This is an optimization exercise on Yosys and OpenROAD, whose aim is small area, a short achievable clock period and few clock cycles per item, not a production implementation. At most, simulation tests tie the RTL to the original design; equivalence was not proved. Power is estimated from default activity; no workload was simulated.

Setup of maple:
==> flow/design.v (excerpt) <==
module bitonic_sort_index_sequencer_core
#(
  parameter int unsigned MAX_LOG_SIZE = 16,
  parameter int unsigned MAX_STEP     = 64
) (
  input  logic            clk_i,
  input  logic            rst_ni,
  input  logic            psel,
  input  logic            penable,
  input  logic            pwrite,
  input  logic [2:0]      paddr,
  input  logic [31:0]     pwdata,
  output logic [31:0]     prdata,
  output logic            pready,
  input  logic            in_valid_i,
  output logic            in_stall_o,
  input  logic [bsis_pkg::CHW-1:0]  chunk_index_i,
  output logic            out_valid_o,
  input  logic            out_stall_i,
  output logic [bsis_pkg::IDXW-1:0] element_index_o,
  output logic            past_end_o,
  output logic            last_o
);
For scale: about 1400 cells after synthesis, about 120 I/O pins, about 0.011 mm2 of cells after synthesis.
Settings: LEC_CHECK=0, ABC_CLOCK_PERIOD_IN_PS=2000, CAP_MARGIN=20, CORE_MARGIN=2, CORE_UTILIZATION=70, CTS_BUF_LIST=sky130_fd_sc_hd__clkbuf_8, CTS_CLUSTER_DIAMETER=100, CTS_CLUSTER_SIZE=30, SETUP_SLACK_MARGIN=5, SLEW_MARGIN=20; clock period 8.0 ns.
run.sh (not shown) runs the stock make flow with config.mk's settings and CLKGATE_MAP_FILE= SYNTH_SCRIPT=/design/flow/synth_recipe.tcl, a recipe that flattens the netlist after the stock synthesis.
maple finished every stage and its layout cleared the timing, design-rule and antenna checks.
Testbench counts of maple, summed over its fixed seeds: cycles 144,866, items 135,995.
What tundra does differently from maple at the input level:
Settings: CORE_UTILIZATION changed from 70 to 65; ABC_CLOCK_PERIOD_IN_PS removed (was 2000).
==> flow/flow/run.sh (new file) <==
#!/bin/bash
# The standard layout (standard synthesis, floorplan, placement, CTS, routing), with two
# changes: the ports are buffered with sky130_fd_sc_hd__buf_2 cells instead of the delay buffer
# buffer_ports picks by default (every input and output port still gets its own buffer), and
# clock tree synthesis adds no dummy loads. The full output of the run goes to flow.log here.
set -euo pipefail
bash standard.sh \
  "BUFFER_PORTS_ARGS=-buffer_cell sky130_fd_sc_hd__buf_2" \
  "CTS_ARGS=-sink_clustering_enable -repair_clock_nets -sink_clustering_size 30 -sink_clustering_max_diameter 100 -buf_list sky130_fd_sc_hd__clkbuf_8 -dont_use_dummy_load" \
  finish > flow.log 2>&1
==> flow/standard.sh (new file) <==
#!/bin/bash
# synth_recipe.tcl (not shown) runs the flow's synth.tcl, then flattens the netlist and writes it again
# the make line also repeats each setting of config.mk as NAME=value (left out here)
make -C /OpenROAD-flow-scripts/flow DESIGN_CONFIG=/design/flow/config.mk WORK_HOME=/design/flow/orfs CLKGATE_MAP_FILE= SYNTH_SCRIPT=/design/flow/synth_recipe.tcl "${@:-finish}"
removed: flow/run.sh
==> comparison <==
- tundra completed end to end with timing, DRC and antenna clean.
- Compared with maple, in tundra share of layout cells above drive strength 1 went down 0.58 points; routed wire length went down about 13%; die footprint went up about 7.5%; maximum frequency went up 17 MHz.
- Compared with maple, in tundra met2 usage in global routing went down; final setup slack of the worst path went up.


bitonic_sort_index_sequencer_core, a different RTL version from the one above (not shown whole).
Size in the first run: about 160 flip-flops, ~120 I/O pins, roughly 12000 um^2 of cells after synthesis.
// bitonic_sort_index_sequencer_core
module bitonic_sort_index_sequencer_core
#(
  parameter int unsigned MAX_LOG_SIZE = 16,
  parameter int unsigned MAX_STEP     = 64
) (
  input  logic            clk_i,
  input  logic            rst_ni,
  input  logic            psel,
  input  logic            penable,
  input  logic            pwrite,
  input  logic [2:0]      paddr,
  input  logic [31:0]     pwdata,
  output logic [31:0]     prdata,
  output logic            pready,
  input  logic            in_valid_i,
  output logic            in_stall_o,
  input  logic [bsis_pkg::CHW-1:0]  chunk_index_i,
  output logic            out_valid_o,
  input  logic            out_stall_i,
  output logic [bsis_pkg::IDXW-1:0] element_index_o,
  output logic            past_end_o,
  output logic            last_o
);
Settings: LEC_CHECK=0, ABC_CLOCK_PERIOD_IN_PS=2000, CAP_MARGIN=20, CORE_MARGIN=2, CORE_UTILIZATION=40, SETUP_SLACK_MARGIN=4.5, SLEW_MARGIN=20; clock period 8.0 ns.
Stock flow here: none of the scripts above is used.
The first run finished clean.
Testbench counts at the start, summed over its fixed seeds: cycles 145,252, items 135,995.
Change:
--- a/flow/config.mk
+++ b/flow/config.mk
@@ -9,5 +9,5 @@
 export CAP_MARGIN = 20
 export CORE_MARGIN = 2
-export CORE_UTILIZATION = 40
-export SETUP_SLACK_MARGIN = 4.5
+export CORE_UTILIZATION = 60
+export SETUP_SLACK_MARGIN = 5
 export SLEW_MARGIN = 20
Non-clock buffer count is higher by 61.
First-iteration DRC count is lower by about 13%.
Synthesized cell count is unchanged.
Area after synthesis stays the same.
Final cell count is lower by about 3%.
Hold slack loses 0.0071 ns.
Final area is higher by 6.4%.
Global-route usage is higher by 12 points.
Total power is higher by 7.2%.
Fmax is higher by about 13%.


bitonic_sort_index_sequencer_core, a different RTL version from the one above (not shown whole).
Size: about 1400 cells after synthesis, about 150 flip-flops, about 11000 µm² of cells after synthesis.
Design bitonic_sort_index_sequencer_core, start of the top module:
module bitonic_sort_index_sequencer_core
#(
  parameter int unsigned MAX_LOG_SIZE = 16,
  parameter int unsigned MAX_STEP     = 64
) (
  input  logic            clk_i,
  input  logic            rst_ni,
  input  logic            psel,
  input  logic            penable,
  input  logic            pwrite,
  input  logic [2:0]      paddr,
  input  logic [31:0]     pwdata,
  output logic [31:0]     prdata,
  output logic            pready,
  input  logic            in_valid_i,
  output logic            in_stall_o,
  input  logic [bsis_pkg::CHW-1:0]  chunk_index_i,
  output logic            out_valid_o,
  input  logic            out_stall_i,
  output logic [bsis_pkg::IDXW-1:0] element_index_o,
  output logic            past_end_o,
  output logic            last_o
);
  logic [4:0] log_q;
  logic [6:0] step_q;
  logic       sel_q;
  logic       cfg_wr;
  assign cfg_wr = psel && penable && pwrite;
  always_ff @(posedge clk_i or negedge rst_ni) begin
    if (!rst_ni) begin
      log_q  <= 5'd4;
      step_q <= 7'd8;
    end else if (cfg_wr) begin
      if (paddr[2]) step_q <= pwdata[6:0];
      else          log_q  <= pwdata[4:0];
    end
  end
  always_ff @(posedge clk_i) sel_q <= paddr[2];
  assign prdata = sel_q ? {25'd0, step_q} : {27'd0, log_q};
  assign pready = 1'b1;
  logic [4:0] n_eff;
  logic [6:0] s_eff;
  logic [5:0] km1;      
  assign n_eff = (log_q > 5'd16) ? 5'd16 : log_q;
  assign s_eff = (step_q == 7'd0) ? 7'd1 : (step_q > 7'd64) ? 7'd64 : step_q;
  assign km1   = 6'(s_eff - 7'd1);
  logic       valid_q, act_q, pend_q, chk_q, pseek_q, mbusy_q, ev_q;
  logic [2:0] ds_q;
  logic [15:0] o_q;       
  logic        past_o_q, last_q;
  logic [5:0]  k_q;       
  logic [14:0] m_q;       
  logic [15:0] sm_q;      
  logic        flip_q, sh_q, fr_q, past_q;   
  logic [24:0] e_q;       
  logic [30:0] p_q;       
  logic [4:0]  ac_q;      
  localparam logic [2:0] D_IDLE = 3'd0, D_S1 = 3'd1, D_S2 = 3'd2, D_M1 = 3'd3, D_M2 = 3'd4,
                         D_FILL = 3'd5;
  assign in_stall_o      = pend_q;
  assign out_valid_o     = valid_q;
  assign element_index_o = o_q;
  assign past_end_o      = past_o_q;
  assign last_o          = last_q;
  logic accept, consec, advance, produce, chunk_end, start_c, start_s, far, shok;
  logic [4:0]  ac_dec;
  logic [24:0] p_inc;
  ...
export LEC_CHECK = 0
export ABC_CLOCK_PERIOD_IN_PS = 3000
export CAP_MARGIN = 20
export CORE_MARGIN = 2
export CORE_UTILIZATION = 70
export CTS_BUF_LIST = sky130_fd_sc_hd__clkbuf_8
export CTS_CLUSTER_DIAMETER = 100
export CTS_CLUSTER_SIZE = 30
export SETUP_SLACK_MARGIN = 4.85
export SLEW_MARGIN = 20
create_clock -name core_clock -period 8.0 [get_ports {clk_i}]
Rerun with:
ABC_CLOCK_PERIOD_IN_PS = 2000   (was 3000)
SETUP_SLACK_MARGIN = 5   (was 4.85)
Effect:
- setup slack is better by 0.11 ns
- hold slack got worse by 0.0043 ns
- power grows by 3.0%
- register-to-register slack improved by 0.18 ns
- via count is higher by 2.2%
- final cell count rises by 1.4%
- design area climbs by 2.7%
- synthesized area is unchanged
- non-clock buffer count grows by 24
- global-route usage increases by 0.28 points
- sequential cell count does not change
No functional check of the RTL was part of any run of this note.

-- afterwards: timing with drivers on the ports --
In the flow no input, the clock included, has a driving cell. The finished layouts below were timed again as built, in two steps.
Step 1 (the two cells are an assumption about what drives the block):
set clk [get_ports {clk_i}]
set_driving_cell -lib_cell sky130_fd_sc_hd__clkbuf_16 $clk
set_driving_cell -lib_cell sky130_fd_sc_hd__buf_2 [delete_from_list [all_inputs] $clk]
Step 2 times the ports against the registers' clock, not the clock port: input delays grow and output delays shrink by t, the midpoint of the rising clock arrivals with the driver on.
Slacks: ideal / step 1 / step 2; pairs: ideal / step 1.
run	t (ns)	setup WS [ns]	hold slack, ns	worst register clock-pin slew, ns
maple	0.508	4.885 / 4.885 / 4.434	0.513 / 0.513 / 0.513	0.10 / 0.10
tundra	0.492	5.041 / 4.996 / 4.605	0.506 / 0.506 / 0.506	0.09 / 0.09
the first run of note 2	0.485	4.552 / 4.569 / 4.084	0.514 / 0.514 / 0.514	0.07 / 0.07
the second run of note 2	0.473	4.952 / 4.952 / 4.606	0.507 / 0.507 / 0.507	0.07 / 0.07
the first run of note 3	0.516	4.859 / 4.825 / 4.447	0.513 / 0.513 / 0.513	0.09 / 0.09
the second run of note 3	0.532	4.966 / 4.921 / 4.494	0.509 / 0.509 / 0.509	0.10 / 0.10
After both steps every run listed still meets setup and hold. The setup slack of the second run of note 3, which loses most, moves by -0.045 ns with the drivers and by -0.472 ns with both steps.
